This is an optimization exercise on Yosys and OpenROAD, whose aim is small area, a short achievable clock period and few clock cycles per item, not a production implementation. In this exercise RTL edits were held to simulation tests only and were not proved equivalent to the original. Power is estimated from default activity; no workload was simulated.

==> flow/design.v <==
package sme_pkg;
    localparam int STR_DEPTH = 32;
    localparam int PAT_DEPTH = 8;
    typedef logic [7:0] char_t;
    typedef logic [4:0] str_idx_t;
    typedef logic [5:0] str_len_t;
    typedef logic [3:0] pat_len_t;
    localparam char_t HEAD_ANCHOR = 8'h5e;
    localparam char_t TAIL_ANCHOR = 8'h24;
    localparam char_t WILDCARD    = 8'h2e;
    localparam char_t SEPARATOR   = 8'h5f;
    typedef struct packed {
        logic     en;
        str_idx_t addr;
        char_t    data;
    } store_wr_t;
    typedef struct packed {
        str_len_t str_len;
        pat_len_t pat_len;
        logic     head_anchor;
        logic     tail_anchor;
    } sme_job_t;
endpackage
module sme_char_store #(
    parameter int DEPTH = sme_pkg::STR_DEPTH
) (
    input  logic                           clk,
    input  logic                           reset,
    input  sme_pkg::store_wr_t             wr,
    output sme_pkg::char_t [DEPTH-1:0]     contents
);
    always_ff @(posedge clk or posedge reset)
    begin
        if (reset)
        begin
            contents <= '0;
        end
        else
        begin
            for (int i = 0; i < DEPTH; i++)
            begin
                if (wr.en && (wr.addr == 5'(i)))
                begin
                    contents[i] <= wr.data;
                end
            end
        end
    end
endmodule
module sme_loader (
    input  logic               clk,
    input  logic               reset,
    input  sme_pkg::char_t     chardata,
    input  logic               isstring,
    input  logic               ispattern,
    input  logic               busy,
    output sme_pkg::store_wr_t str_wr,
    output sme_pkg::store_wr_t pat_wr,
    output sme_pkg::sme_job_t  job,
    output logic               start
);
    typedef enum logic [1:0] {
        LD_IDLE,
        LD_STRING,
        LD_PATTERN
    } ld_state_t;
    ld_state_t state;
    logic      accept;
    logic      str_char;
    logic      pat_char;
    logic      is_head;
    logic      is_tail;
    logic      head_base;
    logic      tail_base;
    sme_pkg::str_len_t  str_base;
    sme_pkg::pat_len_t  pat_base;
    assign accept   = !busy && !start;
    assign str_char = accept && isstring;
    assign pat_char = accept && !isstring && ispattern;
    assign is_head = (chardata == sme_pkg::HEAD_ANCHOR);
    assign is_tail = (chardata == sme_pkg::TAIL_ANCHOR);
    assign str_base  = (state == LD_STRING) ? job.str_len : '0;
    assign pat_base  = (state == LD_PATTERN) ? job.pat_len : '0;
    assign head_base = (state == LD_PATTERN) && job.head_anchor;
    assign tail_base = (state == LD_PATTERN) && job.tail_anchor;
    always_comb
    begin
        str_wr.en   = str_char && (str_base < 6'(sme_pkg::STR_DEPTH));
        str_wr.addr = 5'(str_base);
        str_wr.data = chardata;
        pat_wr.en   = pat_char && !is_head && !is_tail && (pat_base < 4'(sme_pkg::PAT_DEPTH));
        pat_wr.addr = 5'(pat_base);
        pat_wr.data = chardata;
    end
    always_ff @(posedge clk or posedge reset)
    begin
        if (reset)
        begin
            state <= LD_IDLE;
            job   <= '0;
            start <= 1'b0;
        end
        else
        begin
            start <= 1'b0;
            if (str_char)
            begin
                state       <= LD_STRING;
                job.str_len <= str_wr.en ? str_base + 1'b1 : str_base;
            end
            else if (pat_char)
            begin
                state           <= LD_PATTERN;
                job.pat_len     <= pat_wr.en ? pat_base + 1'b1 : pat_base;
                job.head_anchor <= head_base || is_head;
                job.tail_anchor <= tail_base || is_tail;
            end
            else if (state == LD_PATTERN)
            begin
                state <= LD_IDLE;
                start <= 1'b1;
            end
            else
            begin
                state <= LD_IDLE;
            end
        end
    end
endmodule
module sme_matcher (
    input  logic                                      clk,
    input  logic                                      reset,
    input  logic                                      start,
    input  sme_pkg::sme_job_t                         job,
    input  sme_pkg::char_t [sme_pkg::STR_DEPTH-1:0]   str_chars,
    input  sme_pkg::char_t [sme_pkg::PAT_DEPTH-1:0]   pat_chars,
    output logic                                      busy,
    output logic                                      valid,
    output logic                                      match,
    output sme_pkg::str_idx_t                         match_index
);
    typedef enum logic [1:0] {
        M_IDLE,
        M_SCAN,
        M_REPORT
    } m_state_t;
    m_state_t             state;
    sme_pkg::str_idx_t             pos;
    sme_pkg::str_len_t             pos_ext;
    sme_pkg::str_len_t             tail_idx;
    logic [sme_pkg::PAT_DEPTH-1:0] hit_map;
    logic                 head_ok;
    logic                 tail_ok;
    logic                 pos_hit;
    logic                 last_pos;
    assign pos_ext  = {1'b0, pos};
    assign tail_idx = pos_ext + 6'(job.pat_len);
    always_comb
    begin
        sme_pkg::str_len_t sidx;
        logic     in_str;
        for (int k = 0; k < sme_pkg::PAT_DEPTH; k++)
        begin
            sidx   = pos_ext + 6'(k);
            in_str = (sidx < job.str_len);
            if (4'(k) >= job.pat_len)
            begin
                hit_map[k] = 1'b1;
            end
            else if (!in_str)
            begin
                hit_map[k] = 1'b0;
            end
            else
            begin
                hit_map[k] = (pat_chars[k] == sme_pkg::WILDCARD)
                             || (pat_chars[k] == str_chars[5'(sidx)]);
            end
        end
    end
    assign head_ok = !job.head_anchor || (pos == '0)
                     || (str_chars[5'(pos - 1'b1)] == sme_pkg::SEPARATOR);
    assign tail_ok = !job.tail_anchor || (tail_idx == job.str_len)
                     || ((tail_idx < job.str_len)
                         && (str_chars[5'(tail_idx)] == sme_pkg::SEPARATOR));
    assign pos_hit  = (&hit_map) && head_ok && tail_ok;
    assign last_pos = (pos_ext + 1'b1 >= job.str_len);
    always_ff @(posedge clk or posedge reset)
    begin
        if (reset)
        begin
            state       <= M_IDLE;
            pos         <= '0;
            match       <= 1'b0;
            match_index <= '0;
        end
        else
        begin
            case (state)
                M_IDLE:
                begin
                    if (start)
                    begin
                        state <= M_SCAN;
                        pos   <= '0;
                    end
                end
                M_SCAN:
                begin
                    if (pos_hit || last_pos)
                    begin
                        state       <= M_REPORT;
                        match       <= pos_hit;
                        match_index <= pos_hit ? pos : '0;
                    end
                    else
                    begin
                        pos <= pos + 1'b1;
                    end
                end
                M_REPORT:
                begin
                    state <= M_IDLE;
                end
                default:
                begin
                    state <= M_IDLE;
                end
            endcase
        end
    end
    assign valid = (state == M_REPORT);
    assign busy  = (state != M_IDLE);
endmodule
module sme_top (
    input  logic              clk,
    input  logic              reset,
    input  sme_pkg::char_t    chardata,
    input  logic              isstring,
    input  logic              ispattern,
    output logic              valid,
    output logic              match,
    output sme_pkg::str_idx_t match_index
);
    sme_pkg::store_wr_t             str_wr;
    sme_pkg::store_wr_t             pat_wr;
    sme_pkg::sme_job_t              job;
    logic                  start;
    logic                  busy;
    sme_pkg::char_t [sme_pkg::STR_DEPTH-1:0] str_chars;
    sme_pkg::char_t [sme_pkg::PAT_DEPTH-1:0] pat_chars;
    sme_loader loader (
        .clk       (clk),
        .reset     (reset),
        .chardata  (chardata),
        .isstring  (isstring),
        .ispattern (ispattern),
        .busy      (busy),
        .str_wr    (str_wr),
        .pat_wr    (pat_wr),
        .job       (job),
        .start     (start)
    );
    sme_char_store #(
        .DEPTH (sme_pkg::STR_DEPTH)
    ) string_store (
        .clk      (clk),
        .reset    (reset),
        .wr       (str_wr),
        .contents (str_chars)
    );
    sme_char_store #(
        .DEPTH (sme_pkg::PAT_DEPTH)
    ) pattern_store (
        .clk      (clk),
        .reset    (reset),
        .wr       (pat_wr),
        .contents (pat_chars)
    );
    sme_matcher matcher (
        .clk         (clk),
        .reset       (reset),
        .start       (start),
        .job         (job),
        .str_chars   (str_chars),
        .pat_chars   (pat_chars),
        .busy        (busy),
        .valid       (valid),
        .match       (match),
        .match_index (match_index)
    );
endmodule
==> flow/run.sh <==
#!/bin/bash
# synth_recipe.tcl (not shown) runs the flow's synth.tcl, then flattens the netlist and writes it again
# the make line also repeats each setting of config.mk as NAME=value (left out here)
make -C /OpenROAD-flow-scripts/flow DESIGN_CONFIG=/design/flow/config.mk WORK_HOME=/design/flow/orfs CLKGATE_MAP_FILE= SYNTH_SCRIPT=/design/flow/synth_recipe.tcl finish
==> flow/config.mk <==
export PLATFORM = sky130hd
export DESIGN_NAME = sme_top
export DESIGN_NICKNAME = sme_top
export VERILOG_FILES = /design/flow/design.v
export SDC_FILE = /design/flow/constraint.sdc
export NUM_CORES = 4
export LEC_CHECK = 0
export CAP_MARGIN = 20
export CORE_MARGIN = 2
export CORE_UTILIZATION = 40
export SLEW_MARGIN = 20
==> flow/constraint.sdc <==
create_clock -name core_clock -period 7.0 [get_ports {clk}]
set_input_delay 1.4000 -clock core_clock [delete_from_list [all_inputs] [get_ports {clk}]]
set_output_delay 1.4000 -clock core_clock [all_outputs]
set_load 0.01 [all_outputs]
==> run summary <==
-- worst paths after layout --
| kind | from | endpoint | slack, ns | depth (start not counted) |
|---|---|---|---|---|
| setup reg to reg | matcher.pos[2]$_DFFE_PP0P_ | matcher.match_index[3]$_DFFE_PP0P_ | 0.92 | 16 |
| max in group asynchronous | reset | matcher.pos[1]$_DFFE_PP0P_ | 4.19 | 3 |
| hold / removal | matcher.match_index[1]$_DFFE_PP0P_ | matcher.match_index[1]$_DFFE_PP0P_ | 0.53 | 1 |
| hold reg to reg | matcher.match_index[1]$_DFFE_PP0P_ | matcher.match_index[1]$_DFFE_PP0P_ | 0.53 | 1 |
| setup / recovery | matcher.pos[2]$_DFFE_PP0P_ | matcher.match_index[3]$_DFFE_PP0P_ | 0.92 | 16 |
| min in group asynchronous | reset | string_store.contents[200]$_DFFE_PP0P_ | 1.37 | 2 |
-- per-layer routing --
layer  vias to the layer above  track usage (%)
met5                         -                0
met4                         6            23.98
met3                       427            10.21
met2                      2038            58.35
met1                     13660            52.07
li1                      10130                -
-- sequential cells by signal, indices dropped and copies added (netlist names) --
name,cells
string_store.contents,256
matcher.match,1
loader.state,2
loader.start,1
matcher.match_index,5
pattern_store.contents,64
matcher.pos,5
loader.job,12
matcher.state,2
-- power by group --
group	leakage (nW)	total (mW)	switching, mW	internal [mW]
combinational	7.27	7.04	4.18	2.86
sequential	4.72	3.03	0.768	2.26
clock	0.753	2.43	0.928	1.50
total	12.7	12.5	5.88	6.62
-- area by class of cell --
| type | instances | area [µm²] |
|---|---|---|
| diodes | 6 | 15.01 |
| fillers | 6986 | 42700 |
| clock inverters | 17 | 284.0 |
| well taps | 978 | 1224 |
| multi-input cells | 2033 | 20430 |
| flip-flops and latches | 348 | 8722 |
| inverters | 57 | 222.7 |
| repair buffers | 81 | 725.7 |
| clock buffers | 59 | 1246 |
-- critical path, delay by kind of cell (launching register included) --
kind                     cells  cell delay (ns)
AO/OA/AOI/OAI                5             1.24
XOR/XNOR                     2             0.45
adder cells (fa/ha/maj)      1             0.35
buffers and inverters        3             1.74
flip-flops                   1             0.66
AND/OR/NAND/NOR              5             1.46
-- through the flow --
step / util [%] / power (mW)
global placement: 41.45 / 9.814
floorplan: - / 7.498
detailed placement: 41.45 / 9.825
finish: 43.50 / 12.50
CTS: 43.48 / 12.28
global route: 43.48 / 12.84
-- cell usage after synthesis (all sizes together), types with 7 or more instances --
| library cell | number | area, µm² |
|---|---|---|
| a2111oi | 7 | 87.58 |
| xor2 | 34 | 316.6 |
| a211oi | 7 | 52.55 |
| o311ai | 10 | 87.59 |
| a32oi | 18 | 157.7 |
| clkbuf | 74 | 277.8 |
| a22oi | 20 | 150.1 |
| a41oi | 13 | 113.9 |
| o211ai | 16 | 120.1 |
| buf | 115 | 777.0 |
| nor4bb | 8 | 80.08 |
| o21a | 18 | 135.1 |
| mux4 | 310 | 6985 |
| nor3 | 30 | 150.1 |
| nand4b | 36 | 315.3 |
| a21o | 9 | 67.56 |
| nand3 | 80 | 400.4 |
| nand2 | 267 | 1002 |
| mux2 | 343 | 3862 |
| nor4 | 28 | 175.2 |
| and2 | 7 | 43.80 |
| and3 | 15 | 93.84 |
| dfrtp | 348 | 8708 |
| xnor2 | 55 | 523.0 |
| ha | 70 | 875.8 |
| nand2b | 21 | 138.9 |
| a22o | 10 | 87.58 |
| o21ai | 34 | 170.2 |
| a21oi | 63 | 315.3 |
| nor2b | 32 | 200.2 |
| nor3b | 8 | 60.06 |
| mux2i | 204 | 2042 |
| a31oi | 16 | 100.1 |
| nor2 | 105 | 396.6 |
| inv | 53 | 201.5 |
| nand4 | 57 | 356.6 |
-- logic make-up after synthesis --
family	synth area share, %
XOR/XNOR	2.766
AO/OA/AOI/OAI	6.909
multiplexers	42.47
adder cells (fa/ha/maj)	2.952
buffers and inverters	4.188
AND/OR/NAND/NOR	12.02
flip-flops	28.69
==> results.sh <==
export IMPL_track_usage_pct=39.50
export IMPL_grt_pass1_vias=24980
export IMPL_setup_tns_ns=0
export IMPL_ys_seq_area_share_pct=28.69
export IMPL_first_pass_iters=6
export IMPL_clock_latency_ns=0.59
export IMPL_layout_min_cycle_time_ns=6.082
export IMPL_maxCapViolations=0
export IMPL_avgRoutedWirePerCell_um=43.41
export IMPL_clk_path_buf_depth=3
export IMPL_io_buffers=18
export IMPL_synth_seq_cells=348
export IMPL_stdcell_count=3579
export IMPL_fin_ws_ns=0.9180
export IMPL_synth_fp_nets=2710
export IMPL_overflow=0
export IMPL_status="no timing/DRC/antenna violations"
export IMPL_wl_um=155400
export IMPL_syn_inst=2627
export IMPL_leakagePower_nw=12.73
export IMPL_end_kind="flip-flop"
export IMPL_highest_layer="met5"
export IMPL_rsz0062_at_grt="no"
export IMPL_setup_worst_path_start_class="flip-flop"
export IMPL_grt_max_degree=151
export IMPL_ioPinCount=19
export IMPL_timing_critical_path_mode_cell="nand4_1"
export IMPL_place_ws_ns=1.233
export IMPL_cp_cell_sequence="inv_1 > ha_1 > a21oi_1 > xnor2_1 > buf_4 > clkinv_1 > nand4_1 > nand4_1 > xor2_1 > nand4_1 > o21ai_0 > o31a_1 > and4_1 > a21boi_2 > nand2b_4 > a22o_1"
export IMPL_worst_pin_slew_ns=1.150
export IMPL_synth_cell_types=87
export IMPL_post_route_cells_drive_above_1_share_pct=32.10
export IMPL_dr_first_iter_drc_count=4096
export IMPL_cpPeakStageDelay_ns=0.73
export IMPL_dr_wl_met3_um=17500
export IMPL_finalHoldViolCount=0
export IMPL_relSlewSlack_pct=22.76
export IMPL_cp_required_ns=7.48
export IMPL_final_area_mm2=0.03287
export IMPL_cts_tree="yes"
export IMPL_synthArstFlopShare_pct=100.0
export IMPL_cts_sinks=348
export IMPL_rows=101
export IMPL_worstPathArrival_ns=6.56
export IMPL_slew_violations=0
export IMPL_h_tree_depth=2
export IMPL_clk_pin_slew_ns=0.06
export IMPL_whs_ns=0.5312
export IMPL_crit_path_top_delay_cell="inv_1"
export IMPL_cts_hold_buf=0
export IMPL_dieHeight_um=279.5
export IMPL_grt_pass1_wl_um=213500
export IMPL_synth_top_flop_cell="dfrtp_1"
export IMPL_finalSetupViolCount=0
export IMPL_final_cell_mix="mux2_2, dfrtp_1, mux4_2"
export IMPL_die_x_um=279.5
export IMPL_ctsResizeCount=0
export IMPL_gp_congestion=1.065
export IMPL_numPlacedInstances=3497
export IMPL_synth_edf_count=0
export IMPL_routed_via_density=7.337
export IMPL_cp_max_fo=27
export IMPL_clk_root_buffer_cell="clkbuf_16"
export IMPL_fmaxAchievable_ghz=0.1644
export IMPL_postSynthAreaPerCell_um2=11.55
export IMPL_antenna_found_initial=11
export IMPL_drtAntennaViolNets=0
export IMPL_fin_worst_skew_ns=0.01808
export IMPL_place_hpwl_um=116400
export IMPL_vdd_drop_max_mv=0.2717
export IMPL_drc_errors=0
export IMPL_die_area_mm2=0.07810
export IMPL_hp_class="flip-flop to flip-flop"
export IMPL_numCtsBuffers=41
export IMPL_vias=26260
export IMPL_yosys_warnings=4
export IMPL_syn_cell_area_mm2=0.03035
export IMPL_route_met2_wl_um=66340
export IMPL_powerDensity_mw_per_mm2=380.3
export IMPL_postCtsSetupBuffers=0
export IMPL_area_growth_pct=8.298
export IMPL_core_area_mm2=0.07557
export IMPL_min_period_over_period_pct=86.89
export IMPL_placed_cell_area_mm2=0.03133
export IMPL_wl_met1_um=59630
export IMPL_critical_path_class="flip-flop to flip-flop"
export IMPL_start_util_pct=40.16
export IMPL_layout_nets=2645
Testbench counts, summed over its fixed seeds: cycles 93,546, jobs 3,200.

re-timing with driven ports:
Ports are ideal in the flow. The routed layout listed here was re-timed in OpenROAD. Step 1 sets driving cells, clkbuf_16 on the clock port and buf_2 on the other inputs (assumed; they add their load-dependent delay and slew). Step 2 times the ports against the registers' clock, not the clock port: input delays grow and output delays shrink by t, the midpoint of the rising clock arrivals with the driver on. a / b / c = ideal / step 1 / step 2; a / b = the first two.
shift t [ns]: 0.647
setup slack, ns: 0.918 / 0.918 / 0.918
worst setup path at the end: register to register
latest minus earliest clock arrival (ns): 0.018 / 0.019
After both steps this run still meets setup and hold. The setup slack of this run moves by 0.000 ns with the drivers and by 0.000 ns with both steps.
